Source: an optimization exercise on an open RTL-to-GDS flow (aim: small area and a short achievable clock period). Production flows keep margins and buffers that such runs may drop. Only simulation tests tie the RTL to the original design; equivalence was not proved.

==> violet <==
==> flow/design.v <==
package cmvPkg;
    typedef struct packed {
        logic                   write;  
        logic [7-1:0] addr;
        logic [8-1:0] data;  
    } spiCmdT;
    typedef enum logic [2:0] {
        SPI_IDLE,
        SPI_ENABLE,   
        SPI_SHIFT,    
        SPI_TAIL,     
        SPI_DISABLE   
    } spiStateT;
    typedef enum logic [1:0] {
        SEQ_IDLE,
        SEQ_SETTLE,
        SEQ_REQUEST,  
        SEQ_STREAM
    } seqStateT;
    typedef struct packed {
        logic                   valid;
        logic [8-1:0] data;
    } pixelBeatT;
    typedef struct packed {
        logic                    dataValid;
        logic [10-1:0] data;
    } sensorInT;
endpackage
module spiRegPort (
    input  logic                   clk,
    input  logic                   rstN,
    input  logic                   spiStart,
    input  cmvPkg::spiCmdT         spiCmd,
    input  logic                   spiMiso,
    output logic                   spiBusy,
    output logic                   spiDone,
    output logic [8-1:0] readData,
    output logic                   sysResN,
    output logic                   spiEn,
    output logic                   spiSck,
    output logic                   spiMosi
);
    localparam int CMD_W = 1 + 7 + 8;  
    logic [5:0]       step;
    logic [CMD_W-1:0] shiftReg;  
    logic             writeOp;
    logic             shiftNow;   
    logic [5:0]       stepNext;
    logic             busyNext;
    logic             enNext;
    logic [CMD_W-1:0] shiftNext;
    assign shiftNow = spiBusy && !step[0] && (step >= 6'd2) && (step <= 6'd32);
    assign busyNext = spiBusy ? (step != 6'd34) : spiStart;
    assign stepNext = spiBusy ? step + 1'b1 : 6'd0;
    assign enNext   = spiBusy ? (step <= 6'd32) : spiStart;
    always_comb begin
        shiftNext = shiftReg;
        if (!spiBusy && spiStart) begin
            shiftNext = {spiCmd.write, spiCmd.addr,
                         spiCmd.data & {8{spiCmd.write}}};
        end else if (shiftNow) begin
            shiftNext = {shiftReg[CMD_W-2:0], spiMiso && (step != 6'd2)};
        end
    end
    always_ff @(posedge clk or negedge rstN) begin
        if (!rstN) begin
            spiBusy  <= 1'b0;
            step     <= '0;
            spiEn    <= 1'b0;
            spiSck   <= 1'b0;
            spiMosi  <= 1'b0;
            spiDone  <= 1'b0;
            sysResN  <= 1'b0;  
            readData <= '0;
        end else begin
            spiBusy <= busyNext;
            step    <= stepNext;
            spiEn   <= enNext;
            spiSck  <= spiBusy && step[0] && (step <= 6'd31);
            spiMosi <= enNext && shiftNext[CMD_W-1];
            spiDone <= spiBusy && (step == 6'd33);
            if (!spiBusy && spiStart) sysResN <= 1'b1;  
            if (spiBusy && (step == 6'd33) && !writeOp) begin
                readData <= shiftReg[8-1:0];  
            end
        end
    end
    always_ff @(posedge clk) begin
        shiftReg <= shiftNext;
        if (!spiBusy && spiStart) writeOp <= spiCmd.write;
    end
endmodule
module frameSequencer #(
    parameter int frameRows = 480
) (
    input  logic clk,
    input  logic rstN,
    input  logic frameStart,
    input  logic rowDone,
    output logic frameBusy,
    output logic frameReq,
    output logic streamEn,
    output logic frameDone,
    output logic frameBusyRose  
);
    localparam int SETTLE_W = $clog2(2500);
    localparam int ROW_W = $clog2(frameRows + 1);
    localparam int CNT_W = (SETTLE_W > ROW_W) ? SETTLE_W : ROW_W;
    logic [CNT_W-1:0] cnt;
    logic             settle;
    assign settle = frameBusy && !frameReq && !streamEn;
    always_ff @(posedge clk or negedge rstN) begin
        if (!rstN) begin
            frameBusy     <= 1'b0;
            frameReq      <= 1'b0;
            streamEn      <= 1'b0;
            frameDone     <= 1'b0;
            frameBusyRose <= 1'b0;
            cnt           <= '0;
        end else begin
            frameDone     <= 1'b0;  
            frameBusyRose <= 1'b0;
            frameReq      <= 1'b0;
            if (!frameBusy) begin
                if (frameStart) begin
                    frameBusy     <= 1'b1;
                    frameBusyRose <= 1'b1;
                    cnt           <= '0;
                end
            end else if (settle) begin
                if (cnt == CNT_W'(2500 - 1)) begin
                    frameReq <= 1'b1;
                end else begin
                    cnt <= cnt + 1'b1;
                end
            end else if (frameReq) begin
                streamEn <= 1'b1;
                cnt      <= '0;
            end else if (rowDone) begin
                if (cnt == CNT_W'(frameRows - 1)) begin
                    frameBusy <= 1'b0;  
                    streamEn  <= 1'b0;
                    frameDone <= 1'b1;
                end else begin
                    cnt <= cnt + 1'b1;
                end
            end
        end
    end
endmodule
module rowCropper (
    input  logic                clk,
    input  logic                rstN,
    input  logic                streamEn,
    input  cmvPkg::sensorInT    sensorIn,
    output cmvPkg::pixelBeatT   pixelBeat,
    output logic                rowDone
);
    localparam int CNT_W = $clog2(648 + 1);
    localparam int FIRST_PIX = 4;
    localparam int LAST_PIX = 648 - 4 - 1;
    logic [CNT_W-1:0]       pixCnt;  
    logic                   dvPrev;
    logic                   beatValid;
    logic [8-1:0] beatData;
    logic                   inWindow;
    logic                   rowFull;
    logic                   dvFall;
    assign inWindow = (pixCnt >= CNT_W'(FIRST_PIX)) && (pixCnt <= CNT_W'(LAST_PIX));
    assign rowFull  = (pixCnt == CNT_W'(648));
    assign dvFall   = dvPrev && !sensorIn.dataValid;
    always_ff @(posedge clk or negedge rstN) begin
        if (!rstN) begin
            pixCnt    <= '0;
            dvPrev    <= 1'b0;
            beatValid <= 1'b0;
            rowDone   <= 1'b0;
        end else begin
            dvPrev    <= sensorIn.dataValid;
            beatValid <= 1'b0;
            rowDone   <= 1'b0;
            if (!streamEn) begin
                pixCnt <= '0;  
            end else if (dvFall && rowFull) begin
                pixCnt  <= '0;
                rowDone <= 1'b1;
            end else if (sensorIn.dataValid) begin
                beatValid <= inWindow;  
                if (!rowFull) pixCnt <= pixCnt + 1'b1;
            end
        end
    end
    always_ff @(posedge clk) begin
        beatData <= sensorIn.data[10-1 -: 8];
    end
    assign pixelBeat.valid = beatValid;
    assign pixelBeat.data  = beatData;
endmodule
module pixelFifo (
    input  logic                   clk,
    input  logic                   rstN,
    input  cmvPkg::pixelBeatT      pixelBeat,
    input  logic                   pixelRd,
    input  logic                   clearOverflow,  
    output logic [8-1:0] pixelData,
    output logic                   pixelAvail,
    output logic                   almostFull,
    output logic                   overflow
);
    localparam int AW = $clog2(256);
    localparam int DW = 8;
    logic [DW-1:0] mem [256];
    logic [AW-1:0] wrPtr;      
    logic [AW-1:0] fetchPtr;   
    logic [AW:0]   fillCount;  
    logic          full;
    logic          avail;
    logic [DW-1:0] outQ [3];
    logic [1:0]    qCnt;       
    logic [DW-1:0] fetchData;  
    logic          fetchValid;
    logic          wrEn;
    logic          rdEn;
    logic          caughtUp;
    logic          room;
    logic          takeW;
    logic          issue;
    logic [DW-1:0] app0;       
    logic [1:0]    nApp;       
    logic [DW-1:0] keepQ [3];  
    logic [DW-1:0] popQ [3];   
    assign wrEn     = pixelBeat.valid && !full;  
    assign rdEn     = pixelRd && avail;          
    assign caughtUp = (fetchPtr == wrPtr);       
    assign room     = ({1'b0, qCnt} + 3'(fetchValid)) < 3'd3;
    assign takeW    = wrEn && caughtUp && room;   
    assign issue    = !caughtUp && room;          
    assign app0     = fetchValid ? fetchData : pixelBeat.data;
    assign nApp     = 2'(fetchValid) + 2'(takeW);
    always_comb begin
        for (int i = 0; i < 3; i++) begin
            if (i < int'(qCnt))          keepQ[i] = outQ[i];
            else if (i == int'(qCnt))    keepQ[i] = app0;
            else                         keepQ[i] = pixelBeat.data;
            if (i + 1 < int'(qCnt))      popQ[i] = outQ[(i + 1) % 3];
            else if (i + 1 == int'(qCnt)) popQ[i] = app0;
            else                         popQ[i] = pixelBeat.data;
        end
    end
    always_ff @(posedge clk) begin
        for (int i = 0; i < 3; i++) outQ[i] <= rdEn ? popQ[i] : keepQ[i];
        fetchData <= mem[fetchPtr];
    end
    always_ff @(posedge clk or negedge rstN) begin
        if (!rstN) begin
            wrPtr      <= '0;
            fetchPtr   <= '0;
            fillCount  <= '0;
            qCnt       <= '0;
            fetchValid <= 1'b0;
            full       <= 1'b0;
            avail      <= 1'b0;
            almostFull <= 1'b0;
            overflow   <= 1'b0;
        end else begin
            if (wrEn) wrPtr <= wrPtr + 1'b1;  
            fetchPtr   <= fetchPtr + AW'(issue || takeW);
            fetchValid <= issue;
            qCnt       <= qCnt + nApp - 2'(rdEn);
            if (wrEn && !rdEn) begin
                fillCount  <= fillCount + 1'b1;
                avail      <= 1'b1;
                full       <= (fillCount == (AW+1)'(256 - 1));
                if (fillCount == (AW+1)'(224 - 1)) almostFull <= 1'b1;
            end else if (rdEn && !wrEn) begin
                fillCount  <= fillCount - 1'b1;
                full       <= 1'b0;
                if (fillCount == (AW+1)'(1)) avail <= 1'b0;
                if (fillCount == (AW+1)'(224)) almostFull <= 1'b0;
            end
            if (pixelBeat.valid && full) begin
                overflow <= 1'b1;  
            end else if (clearOverflow) begin
                overflow <= 1'b0;
            end
        end
    end
    always_ff @(posedge clk) begin
        if (wrEn) mem[wrPtr] <= pixelBeat.data;
    end
    assign pixelData  = outQ[0];
    assign pixelAvail = avail;
endmodule
module cmvCaptureTop #(
    parameter int frameRows = 480
) (
    input  logic                   clk,
    input  logic                   rstN,
    input  logic                   spiStart,
    input  logic [15:0]            spiCmd,    
    output logic                   spiBusy,
    output logic                   spiDone,
    output logic [8-1:0] readData,
    input  logic                   spiMiso,
    output logic                   sysResN,
    output logic                   spiEn,
    output logic                   spiSck,
    output logic                   spiMosi,
    output logic                   frameReq,
    input  logic [10:0]            sensorIn,  
    input  logic                   frameStart,
    output logic                   frameBusy,
    output logic                   frameDone,
    input  logic                   pixelRd,
    output logic [8-1:0] pixelData,
    output logic                   pixelAvail,
    output logic                   almostFull,
    output logic                   overflow
);
    logic              streamEn;
    logic              frameBusyRose;
    logic              rowDone;
    cmvPkg::pixelBeatT pixelBeat;
    spiRegPort i_spi (
        .clk(clk), .rstN(rstN),
        .spiStart(spiStart), .spiCmd(spiCmd), .spiMiso(spiMiso),
        .spiBusy(spiBusy), .spiDone(spiDone), .readData(readData),
        .sysResN(sysResN), .spiEn(spiEn), .spiSck(spiSck), .spiMosi(spiMosi)
    );
    frameSequencer #(.frameRows(frameRows)) i_seq (
        .clk(clk), .rstN(rstN),
        .frameStart(frameStart), .rowDone(rowDone),
        .frameBusy(frameBusy), .frameReq(frameReq),
        .streamEn(streamEn), .frameDone(frameDone),
        .frameBusyRose(frameBusyRose)
    );
    rowCropper i_crop (
        .clk(clk), .rstN(rstN),
        .streamEn(streamEn), .sensorIn(sensorIn),
        .pixelBeat(pixelBeat), .rowDone(rowDone)
    );
    pixelFifo i_fifo (
        .clk(clk), .rstN(rstN),
        .pixelBeat(pixelBeat), .pixelRd(pixelRd),
        .clearOverflow(frameBusyRose),  
        .pixelData(pixelData), .pixelAvail(pixelAvail),
        .almostFull(almostFull), .overflow(overflow)
    );
endmodule
==> flow/run.sh <==
#!/bin/bash
# synth_recipe.tcl (not shown) runs the flow's synth.tcl, then flattens the netlist and writes it again
# the make line also repeats each setting of config.mk as NAME=value (left out here)
make -C /OpenROAD-flow-scripts/flow DESIGN_CONFIG=/design/flow/config.mk WORK_HOME=/design/flow/orfs CLKGATE_MAP_FILE= SYNTH_SCRIPT=/design/flow/synth_recipe.tcl finish
==> flow/config.mk <==
export PLATFORM = sky130hd
export DESIGN_NAME = cmvCaptureTop
export DESIGN_NICKNAME = cmvCaptureTop
export VERILOG_FILES = /design/flow/design.v
export SDC_FILE = /design/flow/constraint.sdc
export NUM_CORES = 4
export LEC_CHECK = 0
export CAP_MARGIN = 20
export CORE_MARGIN = 2
export CORE_UTILIZATION = 40
export SLEW_MARGIN = 20
export SYNTH_MEMORY_MAX_BITS = 4096
==> flow/constraint.sdc <==
create_clock -name core_clock -period 10.0 [get_ports {clk}]
set_input_delay 2.0000 -clock core_clock [delete_from_list [all_inputs] [get_ports {clk}]]
set_output_delay 2.0000 -clock core_clock [all_outputs]
set_load 0.01 [all_outputs]
==> inputs of quartz, as changes to violet <==
--- a/flow/design.v
+++ b/flow/design.v
@@ -210,53 +210,80 @@
     localparam int AW = $clog2(256);
     localparam int DW = 8;
-    logic [DW-1:0] mem [256];
-    logic [AW-1:0] wrPtr;      
-    logic [AW-1:0] fetchPtr;   
-    logic [AW:0]   fillCount;  
+    localparam int NB = 4;                
+    localparam int SW = AW - 2;           
+    localparam int QN = 2;                
+    logic [1:0]    wrBank;      
+    logic [1:0]    fetchBank;   
+    logic [SW-1:0] headIdx [NB];
+    logic [AW:0]   pending;     
+    logic          lastWrote;   
+    logic [DW-1:0] lastData;    
+    logic [AW:0]   fillCount;   
     logic          full;
     logic          avail;
-    logic [DW-1:0] outQ [3];
-    logic [1:0]    qCnt;       
-    logic [DW-1:0] fetchData;  
-    logic          fetchValid;
+    logic [DW-1:0] bankHead [NB];
+    logic [DW-1:0] outQ [QN];
+    logic [1:0]    qCnt;
     logic          wrEn;
     logic          rdEn;
-    logic          caughtUp;
-    logic          room;
-    logic          takeW;
+    logic          pendZero;
+    logic          fetchOk;
+    logic          fresh;
+    logic          qRoom;
     logic          issue;
-    logic [DW-1:0] app0;       
-    logic [1:0]    nApp;       
-    logic [DW-1:0] keepQ [3];  
-    logic [DW-1:0] popQ [3];   
+    logic          takeW;
+    logic          app;
+    logic [DW-1:0] appData;
+    logic [DW-1:0] keepQ [QN];
+    logic [DW-1:0] popQ [QN];
     assign wrEn     = pixelBeat.valid && !full;  
     assign rdEn     = pixelRd && avail;          
-    assign caughtUp = (fetchPtr == wrPtr);       
-    assign room     = ({1'b0, qCnt} + 3'(fetchValid)) < 3'd3;
-    assign takeW    = wrEn && caughtUp && room;   
-    assign issue    = !caughtUp && room;          
-    assign app0     = fetchValid ? fetchData : pixelBeat.data;
-    assign nApp     = 2'(fetchValid) + 2'(takeW);
+    assign pendZero = (pending == '0);
+    assign fetchOk  = !pendZero;
+    assign fresh    = (pending == (AW+1)'(1)) && lastWrote;
+    assign qRoom    = (qCnt != 2'(QN));
+    assign issue    = fetchOk && qRoom;
+    assign takeW    = wrEn && pendZero && qRoom;  
+    assign app      = issue || takeW;
+    assign appData  = !issue ? pixelBeat.data : fresh ? lastData : bankHead[fetchBank];
+    for (genvar b = 0; b < NB; b++) begin : g_bank
+        logic [DW-1:0] line [1 << SW];  
+        logic          push;
+        logic          take;
+        assign push = wrEn && (wrBank == 2'(b));
+        assign take = app && (fetchBank == 2'(b));
+        always_ff @(posedge clk) begin
+            if (push) begin
+                line[0] <= pixelBeat.data;
+                for (int i = 1; i < (1 << SW); i++) line[i] <= line[i - 1];
+            end
+            bankHead[b] <= line[headIdx[b]];
+        end
+        always_ff @(posedge clk or negedge rstN) begin
+            if (!rstN) begin
+                headIdx[b] <= '1;
+            end else if (push != take) begin
+                headIdx[b] <= push ? headIdx[b] + 1'b1 : headIdx[b] - 1'b1;
+            end
+        end
+    end
     always_comb begin
-        for (int i = 0; i < 3; i++) begin
-            if (i < int'(qCnt))          keepQ[i] = outQ[i];
-            else if (i == int'(qCnt))    keepQ[i] = app0;
-            else                         keepQ[i] = pixelBeat.data;
-            if (i + 1 < int'(qCnt))      popQ[i] = outQ[(i + 1) % 3];
-            else if (i + 1 == int'(qCnt)) popQ[i] = app0;
-            else                         popQ[i] = pixelBeat.data;
+        for (int i = 0; i < QN; i++) begin
+            keepQ[i] = (i < int'(qCnt)) ? outQ[i] : appData;
+            popQ[i]  = (i + 1 < int'(qCnt)) ? outQ[(i + 1) % QN] : appData;
         end
     end
     always_ff @(posedge clk) begin
-        for (int i = 0; i < 3; i++) outQ[i] <= rdEn ? popQ[i] : keepQ[i];
-        fetchData <= mem[fetchPtr];
+        for (int i = 0; i < QN; i++) outQ[i] <= rdEn ? popQ[i] : keepQ[i];
+        lastData <= pixelBeat.data;
     end
     always_ff @(posedge clk or negedge rstN) begin
         if (!rstN) begin
-            wrPtr      <= '0;
-            fetchPtr   <= '0;
-            fillCount  <= '0;
+            wrBank     <= '0;
+            fetchBank  <= '0;
+            pending    <= '0;
+            lastWrote  <= 1'b0;
             qCnt       <= '0;
-            fetchValid <= 1'b0;
+            fillCount  <= '0;
             full       <= 1'b0;
             avail      <= 1'b0;
@@ -264,16 +291,17 @@
             overflow   <= 1'b0;
         end else begin
-            if (wrEn) wrPtr <= wrPtr + 1'b1;  
-            fetchPtr   <= fetchPtr + AW'(issue || takeW);
-            fetchValid <= issue;
-            qCnt       <= qCnt + nApp - 2'(rdEn);
+            if (wrEn) wrBank <= wrBank + 1'b1;
+            if (app) fetchBank <= fetchBank + 1'b1;
+            pending   <= pending + (AW+1)'(wrEn) - (AW+1)'(app);
+            lastWrote <= wrEn && !takeW;
+            qCnt      <= qCnt + 2'(app) - 2'(rdEn);
             if (wrEn && !rdEn) begin
-                fillCount  <= fillCount + 1'b1;
-                avail      <= 1'b1;
-                full       <= (fillCount == (AW+1)'(256 - 1));
+                fillCount <= fillCount + 1'b1;
+                avail     <= 1'b1;
+                full      <= (fillCount == (AW+1)'(256 - 1));
                 if (fillCount == (AW+1)'(224 - 1)) almostFull <= 1'b1;
             end else if (rdEn && !wrEn) begin
-                fillCount  <= fillCount - 1'b1;
-                full       <= 1'b0;
+                fillCount <= fillCount - 1'b1;
+                full      <= 1'b0;
                 if (fillCount == (AW+1)'(1)) avail <= 1'b0;
                 if (fillCount == (AW+1)'(224)) almostFull <= 1'b0;
@@ -286,7 +314,4 @@
         end
     end
-    always_ff @(posedge clk) begin
-        if (wrEn) mem[wrPtr] <= pixelBeat.data;
-    end
     assign pixelData  = outQ[0];
     assign pixelAvail = avail;
==> flow/flow/run.sh (new file) <==
#!/bin/bash
# The standard layout (standard.sh: standard synthesis through finish),
# with one change: the ports are buffered with a plain buf_2 rather than the
# delay buffer buffer_ports picks by default. Every port still gets its own
# buffer; the clock period and constraints are the design's.
set -euo pipefail
export BUFFER_PORTS_ARGS="-buffer_cell sky130_fd_sc_hd__buf_2"
bash standard.sh "BUFFER_PORTS_ARGS=$BUFFER_PORTS_ARGS" finish > standard_sh.log 2>&1
==> flow/standard.sh (new file) <==
#!/bin/bash
# synth_recipe.tcl (not shown) runs the flow's synth.tcl, then flattens the netlist and writes it again
# the make line also repeats each setting of config.mk as NAME=value (left out here)
make -C /OpenROAD-flow-scripts/flow DESIGN_CONFIG=/design/flow/config.mk WORK_HOME=/design/flow/orfs CLKGATE_MAP_FILE= SYNTH_SCRIPT=/design/flow/synth_recipe.tcl "${@:-finish}"
removed: flow/run.sh
==> comparison table <==
| metric | quartz | violet |
|---|---|---|
| Multi-input gate share of the layout cell area | 0.1845 | 0.2016 |
| Top cell type's share of synthesized area | 0.7364 | 0.7233 |
| Combined area of all synthesized cells | 0.08449 mm2 | 0.08602 mm2 |
| Simple-gate portion of the synthesized area | 0.07399 | 0.03474 |
| Overall die height | 463.6 um | 467.7 um |
| Multi-input gate area | 0.01789 mm2 | 0.01958 mm2 |
| Multiplexer share of the synthesized area | 0.009596 | 0.1435 |
| Met3 layer wire length in the routed design | 36130 um | 18890 um |
| Mean routed wirelength per cell | 32.21 um | 30.29 um |
| Sequential fraction of the synthesis area | 0.7808 | 0.7549 |
| Die outline width | 463.6 um | 467.7 um |
| Transition time at the pin with the least slew margin | 1262 ps | 1256 ps |
| Crit path to | i_fifo.bankHead[2][6]$_DFF_P_ | i_fifo.fetchData[5]$_DFF_P_ |
| Result of the run | no timing/DRC/antenna violations | no timing/DRC/antenna violations |

[afterwards: timing with drivers on the ports]
In the flow no input, the clock included, has a driving cell. The finished layouts below were timed again as built, in two steps.
Step 1, drivers: a clkbuf_16 drives clk and a buf_2 each remaining input, both assumed.
Step 2 times the ports against the registers' clock, not the clock port: input delays grow and output delays shrink by t, the midpoint of the rising clock arrivals with the driver on.
Slacks: no drivers / after step 1 / after step 2; pairs: no drivers / after step 1.
run	t, ns	setup slack, ns	clock arrival spread, ns	worst data-port slew with drivers (ns)	pins driven straight from the clock port
violet	0.943	4.964 / 4.964 / 4.964	0.037 / 0.037	0.06	1
quartz	0.952	5.745 / 5.745 / 5.745	0.051 / 0.052	0.05	1
After both steps every run listed still meets setup and hold.
